This design comes from an exercise in tuning for small area, a short achievable clock period and few clock cycles per item on the open sky130 flow, not from production work. At most, simulation tests tie the RTL to the original design; equivalence was not proved. The RTL of run 2 was laid out without a check of its function.

==> flow/design.v, too long to show whole: its modules and the start of the top module <==
// module fp_mul_pipe: 1921 lines
// module fp_mul_sched: 80 lines
// module fp_mul_sched_top: 33 lines
module fp_mul_sched_top (
    input  logic         clk,
    input  logic         reset_n,
    input  logic [3:0]   req_valid,
    input  logic [127:0] req_x,
    input  logic [127:0] req_y,
    output logic [3:0]   req_ready,
    output logic         res_valid,
    input  logic         res_ready,
    output logic [1:0]   res_id,
    output logic [31:0]  res_data,
    output logic [4:0]   res_flags,
    output logic         busy
);
  // ...
==> flow/flow/run.sh <==
#!/bin/bash
# Layout flow: the standard flow (standard.sh) with two changes after synthesis:
# the port buffers are the small sky130_fd_sc_hd__buf_1 instead of the delay cell
# buffer_ports picks by default, and timing repair may swap a cell for one with a
# different footprint (MATCH_CELL_FOOTPRINT=0), so those buffers can be resized.
# Synthesis is the standard one, unchanged. Each step's output goes to its own log here.
set -uo pipefail
bash standard.sh synth > synth.log 2>&1 || exit 1
bash standard.sh "BUFFER_PORTS_ARGS=-buffer_cell sky130_fd_sc_hd__buf_1" MATCH_CELL_FOOTPRINT=0 finish > layout.log 2>&1 || exit 1
==> flow/standard.sh <==
#!/bin/bash
# synth_recipe.tcl (not shown) runs the flow's synth.tcl, then flattens the netlist and writes it again
# the make line also repeats each setting of config.mk as NAME=value (left out here)
make -C /OpenROAD-flow-scripts/flow DESIGN_CONFIG=/design/flow/config.mk WORK_HOME=/design/flow/orfs CLKGATE_MAP_FILE= SYNTH_SCRIPT=/design/flow/synth_recipe.tcl "${@:-finish}"
==> flow/config.mk <==
export PLATFORM = sky130hd
export DESIGN_NAME = fp_mul_sched_top
export DESIGN_NICKNAME = fp_mul_sched_top
export VERILOG_FILES = /design/flow/design.v
export SDC_FILE = /design/flow/constraint.sdc
export NUM_CORES = 4
export LEC_CHECK = 0
export CAP_MARGIN = 20
export CORE_MARGIN = 2
export CORE_UTILIZATION = 40
export SETUP_SLACK_MARGIN = 3.5
export SLEW_MARGIN = 20
==> flow/constraint.sdc <==
create_clock -name core_clock -period 10.5 [get_ports {clk}]
set_input_delay 2.1000 -clock core_clock [delete_from_list [all_inputs] [get_ports {clk}]]
set_output_delay 2.1000 -clock core_clock [all_outputs]
set_load 0.01 [all_outputs]
==> key figures, run 1 <==
Route
  • Antenna-violating nets left: 0
  • DRT met1 WL: 33.85 mm

Finish
  • Seq area share: 11.20%
  • Clock buffers and inverters, area share: 1.242%
  • Signal buffers share of area: 11.97%

STA
  • Worst slew pin tran: 1.024 ns
  • Worst clock skew: 0.01766 ns

Critical path
  • R2r endpoint: u_sched.u_mul.mq[31]
  • CP startpoint kind: primary input
  • CP Capture Type: flip-flop
  • CP max FO: 5

Synthesis
  • Leading post-synthesis cells by cell area: fa_1 (23%), edfxtp_1 (13%), xnor2_1 (10%)
  • Share of the synthesized area in the top cell type: 23.31%
  • Post-synthesis adder-cell area fraction: 30.17%
  • Largest family of logic cells by synthesized area: adder cells
  • Mean Syn Cell Area: 8.929 um^2
  • Post-synthesis cell area: 20870 um^2
  • Cells after synthesis: 2337

Place
  • Port-buffer cells: 307
  • Placed cell areas: 22610 um^2

Clock tree
  • H-tree depth: 3
  • Num CTS Buffers: 9

Outcome
  • Run status: no timing/DRC/antenna violations

Hold path
  • Class of the worst hold path: reg2reg

Flow run
  • Max-cap violations: 0

Die
  • Core area: 51410 um^2

Global route
  • Initial antenna violation count: 2
Testbench counts, summed over its fixed seeds: cycles 2,056, items 2,048.
==> run 2: changes to the inputs <==
--- a/flow/design.v
+++ b/flow/design.v
@@ -937,17 +937,17 @@
     logic s589;
     logic c590;
     logic s591;
     logic c592;
     logic s593;
     logic c594;
     logic s595;
     logic c596;
-    logic [71:0] m_c, mq;
+    logic [59:0] m_c, mq;
     logic        sgn_q, zero_q, nan_q, inf_q, lcq;
     logic [7:0]  e0_q;
     logic        unf0_q, unf1_q, ovf0_q, ovf1_q;
     assign a = {1'b1, x_i[22:0]};
     assign b = {1'b1, y_i[22:0]};
     always_comb begin
         zero_c = (x_i[30:23] == 8'd0) || (y_i[30:23] == 8'd0);
         nan_c  = !zero_c && ((x_i[30:23] == 8'hFF && x_i[22:0] != 23'd0) ||
@@ -1901,36 +1901,36 @@
     assign s589 = c498 ^ s499 ^ 1'b1;
     assign c590 = (c498 & s499) | (c498 & 1'b1) | (s499 & 1'b1);
     assign s591 = c500 ^ s501 ^ a[21];
     assign c592 = (c500 & s501) | (c500 & a[21]) | (s501 & a[21]);
     assign s593 = c502 ^ s503 ^ 1'b1;
     assign c594 = (c502 & s503) | (c502 & 1'b1) | (s503 & 1'b1);
     assign s595 = c504 ^ nneg11 ^ a[23];
     assign c596 = (c504 & nneg11) | (c504 & a[23]) | (nneg11 & a[23]);
-    logic [12:0] lowsum;
-    assign lowsum = {1'b0, c522, c520, c518, c516, c514, c512, c510, c508, c506, s505, pp0_1, pp0_0} + {1'b0, s523, s521, s519, s517, s515, s513, s511, s509, s507, neg[1], 1'b0, neg[0]};
-    assign m_c = {s595, c594, s593, c592, s591, c590, s589, c588, s587, c586, s585, c584, s583, c582, s581, c580, s579, c578, s577, c576, s575, c574, s573, c572, s571, c570, s569, c568, s567, c566, s565, c564, s563, c562, s561, c560, s559, c558, s557, c556, s555, c554, s553, c552, s551, c550, s549, c548, s547, c546, s545, c544, s543, c542, s541, c540, s539, c538, s537, c536, s535, c534, s533, c532, s531, c530, s529, c528, s527, c526, s525, c524};
+    logic [18:0] lowsum;
+    assign lowsum = {1'b0, c534, c532, c530, c528, c526, c524, c522, c520, c518, c516, c514, c512, c510, c508, c506, s505, pp0_1, pp0_0} + {1'b0, s535, s533, s531, s529, s527, s525, s523, s521, s519, s517, s515, s513, s511, s509, s507, neg[1], 1'b0, neg[0]};
+    assign m_c = {s595, c594, s593, c592, s591, c590, s589, c588, s587, c586, s585, c584, s583, c582, s581, c580, s579, c578, s577, c576, s575, c574, s573, c572, s571, c570, s569, c568, s567, c566, s565, c564, s563, c562, s561, c560, s559, c558, s557, c556, s555, c554, s553, c552, s551, c550, s549, c548, s547, c546, s545, c544, s543, c542, s541, c540, s539, c538, s537, c536};
     always_ff @(posedge clk) begin
         if (en_i) begin
             mq     <= m_c;
             sgn_q  <= sgn_c;
             zero_q <= zero_c;
             nan_q  <= nan_c;
             inf_q  <= inf_c;
             e0_q   <= e0_c;
             unf0_q <= unf0_c;
             unf1_q <= unf1_c;
             ovf0_q <= ovf0_c;
             ovf1_q <= ovf1_c;
-            lcq    <= lowsum[12];
+            lcq    <= lowsum[18];
         end
     end
-    logic [47:12] prod;
-    assign prod = {mq[70], mq[68], mq[66], mq[64], mq[62], mq[60], mq[58], mq[56], mq[54], mq[52], mq[50], mq[48], mq[46], mq[44], mq[42], mq[40], mq[38], mq[36], mq[34], mq[32], mq[30], mq[28], mq[26], mq[24], mq[22], mq[20], mq[18], mq[16], mq[14], mq[12], mq[10], mq[8], mq[6], mq[4], mq[2], mq[0]} + {mq[71], mq[69], mq[67], mq[65], mq[63], mq[61], mq[59], mq[57], mq[55], mq[53], mq[51], mq[49], mq[47], mq[45], mq[43], mq[41], mq[39], mq[37], mq[35], mq[33], mq[31], mq[29], mq[27], mq[25], mq[23], mq[21], mq[19], mq[17], mq[15], mq[13], mq[11], mq[9], mq[7], mq[5], mq[3], mq[1]} + lcq;
+    logic [47:18] prod;
+    assign prod = {mq[58], mq[56], mq[54], mq[52], mq[50], mq[48], mq[46], mq[44], mq[42], mq[40], mq[38], mq[36], mq[34], mq[32], mq[30], mq[28], mq[26], mq[24], mq[22], mq[20], mq[18], mq[16], mq[14], mq[12], mq[10], mq[8], mq[6], mq[4], mq[2], mq[0]} + {mq[59], mq[57], mq[55], mq[53], mq[51], mq[49], mq[47], mq[45], mq[43], mq[41], mq[39], mq[37], mq[35], mq[33], mq[31], mq[29], mq[27], mq[25], mq[23], mq[21], mq[19], mq[17], mq[15], mq[13], mq[11], mq[9], mq[7], mq[5], mq[3], mq[1]} + lcq;
     logic        norm, unf, ovf, kill;
     logic [7:0]  e0p1, e;
     logic [22:0] man;
     always_comb begin
         norm    = prod[47];
         e0p1    = e0_q + 8'd1;
         e       = norm ? e0p1 : e0_q;
         man     = norm ? prod[46:24] : prod[45:23];
==> run 2 against run 1 <==
  * Clock skew is 0.0074 ns higher
  * Cell count grew 0.96%
  * Largest cell class unchanged
  * Critical endpoint is now u_sched.u_mul.lcq
  * Sequential cell count down 12
==> key figures, run 2 <==
Finish
  • Nets: 3319
  • Largest regs: u_sched.u_mul.mq: 60 flops, u_sched.u_mul.e0_q: 8 flops
  • Largest reg by FF count: u_sched.u_mul.mq
  • Commonest non-fill, non-tap cell in the layout: buf_1
  • Area growth syn-to-layout: 24.62%
  • Share of cells above drive strength 1: 18.40%
  • Final cell count without fillers: 3379
  • Filler cell count: 4802
  • Commonest non-fill, non-tap cells in the layout: buf_1 (303), inv_1 (300), a22oi_1 (228)
  • Largest register FFs: 60

Die
  • Core area: 50270 um^2 (-2.2%)
  • DIE WIDTH: 230.1 um
  • # IOs: 308
  • Initial Util: 40.69%
  • Die ar.: 52970 um^2
  • Row count: 82
  • Die Y: 230.1 um

Synthesis
  • Mean Syn Cell Area: 8.769 um^2 (-1.8%)
  • Synth async-reset ratio: 3.659%
  • Synthesis Warnings: 2
  • Share of the synthesized area in the top cell type: 23.78% (+0.47 points)
  • Synth top cells by count: inv_1 (333), a22oi_1 (249), fa_1 (243), xnor2_1 (237), nand2_1 (122)
  • Post-synthesis cell area: 20460 um^2 (-2.0%)
  • Leading post-synthesis cells by cell area: fa_1 (24%), edfxtp_1 (12%), xnor2_1 (10%)
  • Register area share after synthesis: 11.98%
  • Most numerous cell in the Yosys netlist: inv_1
  • Cells after synthesis: 2333 (-0.17%)
  • Leading area contributor after synthesis: fa_1
  • Yosys cell types: 87
  • EDFF count, synth: 79
  • Most frequently used flop master after synthesis: edfxtp_1
  • Yosys reg bits: 82
  • Syn nets: 2951

Route
  • DRT met1 WL: 36.31 mm (+7.3%)
  • Routed met2 length: 38.24 mm
  • Met3 WL: 8.173 mm
  • Vias post-DR: 20540
  • First-pass iteration count of the detailed router: 9
  • DR iter-0 viols: 2468
  • WL final: 86.86 mm
  • DR WL/cell: 25.71 um
  • Vias per inst: 6.079
  • DRC Markers: 0
  • Antenna-violating nets left: 0 (unchanged)
  • Top layer in use: met5

Global route
  • Initial antenna violation count: 2 (unchanged)
  • GRT overflow: 0
  • Pin count of the biggest net entering global routing: 77
  • Global-route wire length before repair: 127.6 mm
  • Vias in the first global route: 20060
  • GRT Total Usage: 31.73%

Hold path
  • Hold Path Stages: 2
  • Class of the worst hold path: reg2reg

STA
  • Slew Limit Fails: 0
  • Final hold violation count: 0
  • Worst rel slew slack: 23.15%
  • Worst slew pin tran: 1.142 ns (+0.1180 ns)
  • FMAX: 137.6 MHz
  • Period utilisation layout: 69.20%
  • Final setup fails: 0
  • RSZ-0062 raised after global routing: yes
  • Worst clock skew: 0.02504 ns (+0.007385 ns)
  • Setup_tns: 0 ns
  • Final WS setup: 3.234 ns
  • Period minus WS final: 7.266 ns

Flow run
  • Max-cap violations: 0 (unchanged)

Critical path
  • WP data required: 10.65 ns
  • CP max FO: 8 (+3)
  • Crit Path Category: in2reg
  • CP startpoint kind: primary input
  • Critical Path AT: 7.42 ns
  • Reg2reg path depth: 24
  • Critical Path Max Stage Delay: 0.50 ns
  • CP max stage cell: fa_1
  • Most used cell, CP: fa_1
  • CP Capture Type: flip-flop

Outcome
  • Run status: no timing/DRC/antenna violations

Clock tree
  • TritonCTS clock tree: built
  • Bufs on Longest Clock Path: 2
  • Cts hold-fix bufs: 0
  • Clk pin slew, worst setup/hold paths: 0.09 ns
  • Worst skew pair latency: 0.39 ns
  • Num CTS Buffers: 9 (unchanged)
  • CTS Root Buffer Type: clkbuf_16
  • CTS sink count: 82
  • H-tree depth: 3 (unchanged)

Place
  • Port-buffer cells: 307 (unchanged)
  • DP HPWL: 63.24 mm
  • Gp weighted congestion: 1.035
  • Inst Count DP: 3182
  • Pre-CTS WS: 1.326 ns
==> run 2: area by class of cell <==
| cell class | count | area [um^2] | share of cell area (%) |
|---|---|---|---|
| clock buffer | 9 | 225.2 | 0.8834 |
| tap | 672 | 840.8 | 3.298 |
| antenna | 1 | 2.502 | 0.009816 |
| sequential | 82 | 2450 | 9.610 |
| timing repair buffer | 548 | 3659 | 14.35 |
| clock inverter | 7 | 78.83 | 0.3092 |
| multi-input combinational | 1723 | 16940 | 66.43 |
| inverter | 337 | 1301 | 5.104 |
==> run 2: worst max-delay path: cells and delay by family <==
| kind | cells | cell delay [ns] |
|---|---|---|
| xor+xnor | 1 | 0.15 |
| fa+ha+maj | 5 | 2.21 |
| compound gates | 12 | 2.21 |
| simple gates | 3 | 0.32 |
| buf+inv | 4 | 0.44 |
==> run 2: logic make-up (layout without fill, tap and decap cells) <==
logic type | after synthesis | after routing | share of synthesized area, %
AOI/OAI and AO/OA | 644 | 646 | 23.43
buffers and inverters | 534 | 901 | 10.46
and+or+nand+nor | 397 | 401 | 9.621
adders and majority gates | 357 | 357 | 30.73
xor gates and xnor gates | 302 | 302 | 12.93
DFF | 82 | 82 | 11.98
muxes | 17 | 17 | 0.8624
other | 0 | 1 | 0
==> run 2: final timing paths <==
check / from / end / slack (ns)
setup / recovery: req_valid[3] / u_sched.u_mul.lcq / 3.23
hold / removal: u_sched.last_q[0] / u_sched.last_q[0] / 0.61
setup reg to reg: u_sched.last_q[1] / u_sched.u_mul.lcq / 4.28
hold reg to reg: u_sched.last_q[0] / u_sched.last_q[0] / 0.61
max in group asynchronous: reset_n / u_sched.last_q[1] / 8.50
min in group asynchronous: reset_n / u_sched.vld_q / 1.65
==> run 2: routing by layer <==
layer | global-route usage, % | vias up
li1 | - | 8913
met1 | 43.78 | 10160
met2 | 49.31 | 1214
met3 | 5.952 | 252
met4 | 11.92 | 2
met5 | 0 | -
==> run 2: through the flow <==
step | utilization (%) | area (um^2) | hold slack (ns)
after global placement | 44.33 | 22290 | 0.5525
after global routing | 50.71 | 25490 | 0.6681
after floorplan | - | 20840 | 0.5019
final | 50.71 | 25490 | 0.6129
after CTS | 48.39 | 24330 | 0.5952
after detailed placement | 44.33 | 22290 | 0.5595
==> run 2: what timing repair did <==
action | CTS | global route
pin swaps | 51 | 115
gates cloned | 14 | 6
buffers inserted | 104 | 55
gates resized for setup | 173 | 156
setup endpoints to repair | 58 | 44

==> what the ideal ports hide <==
Ports are ideal in the flow. The routed layouts listed here were re-timed in OpenROAD.
Step 1 sets driving cells, clkbuf_16 on the clock port and buf_2 on the other inputs (assumed; they add their load-dependent delay and slew).
Step 2, shift: input delay + t, output delay - t, t = (earliest + latest rising clock arrival at the registers) / 2. This alone moves slack from input paths to output paths.
a / b / c = ideal ports / drivers / drivers and shift; a / b = the first two.
run	t (ns)	setup slack, ns	hold slack, ns	worst setup path at the end	worst register clock-pin slew, ns
run 1	0.433	3.525 / 3.554 / 3.121	0.612 / 0.612 / 0.612	input to register	0.09 / 0.09
run 2	0.436	3.234 / 3.094 / 2.658	0.613 / 0.613 / 0.613	input to register	0.09 / 0.09
After both steps setup and hold are still met in every run listed. For run 2, which loses most, drivers alone change the setup slack by -0.140 ns; drivers and shift together by -0.576 ns.
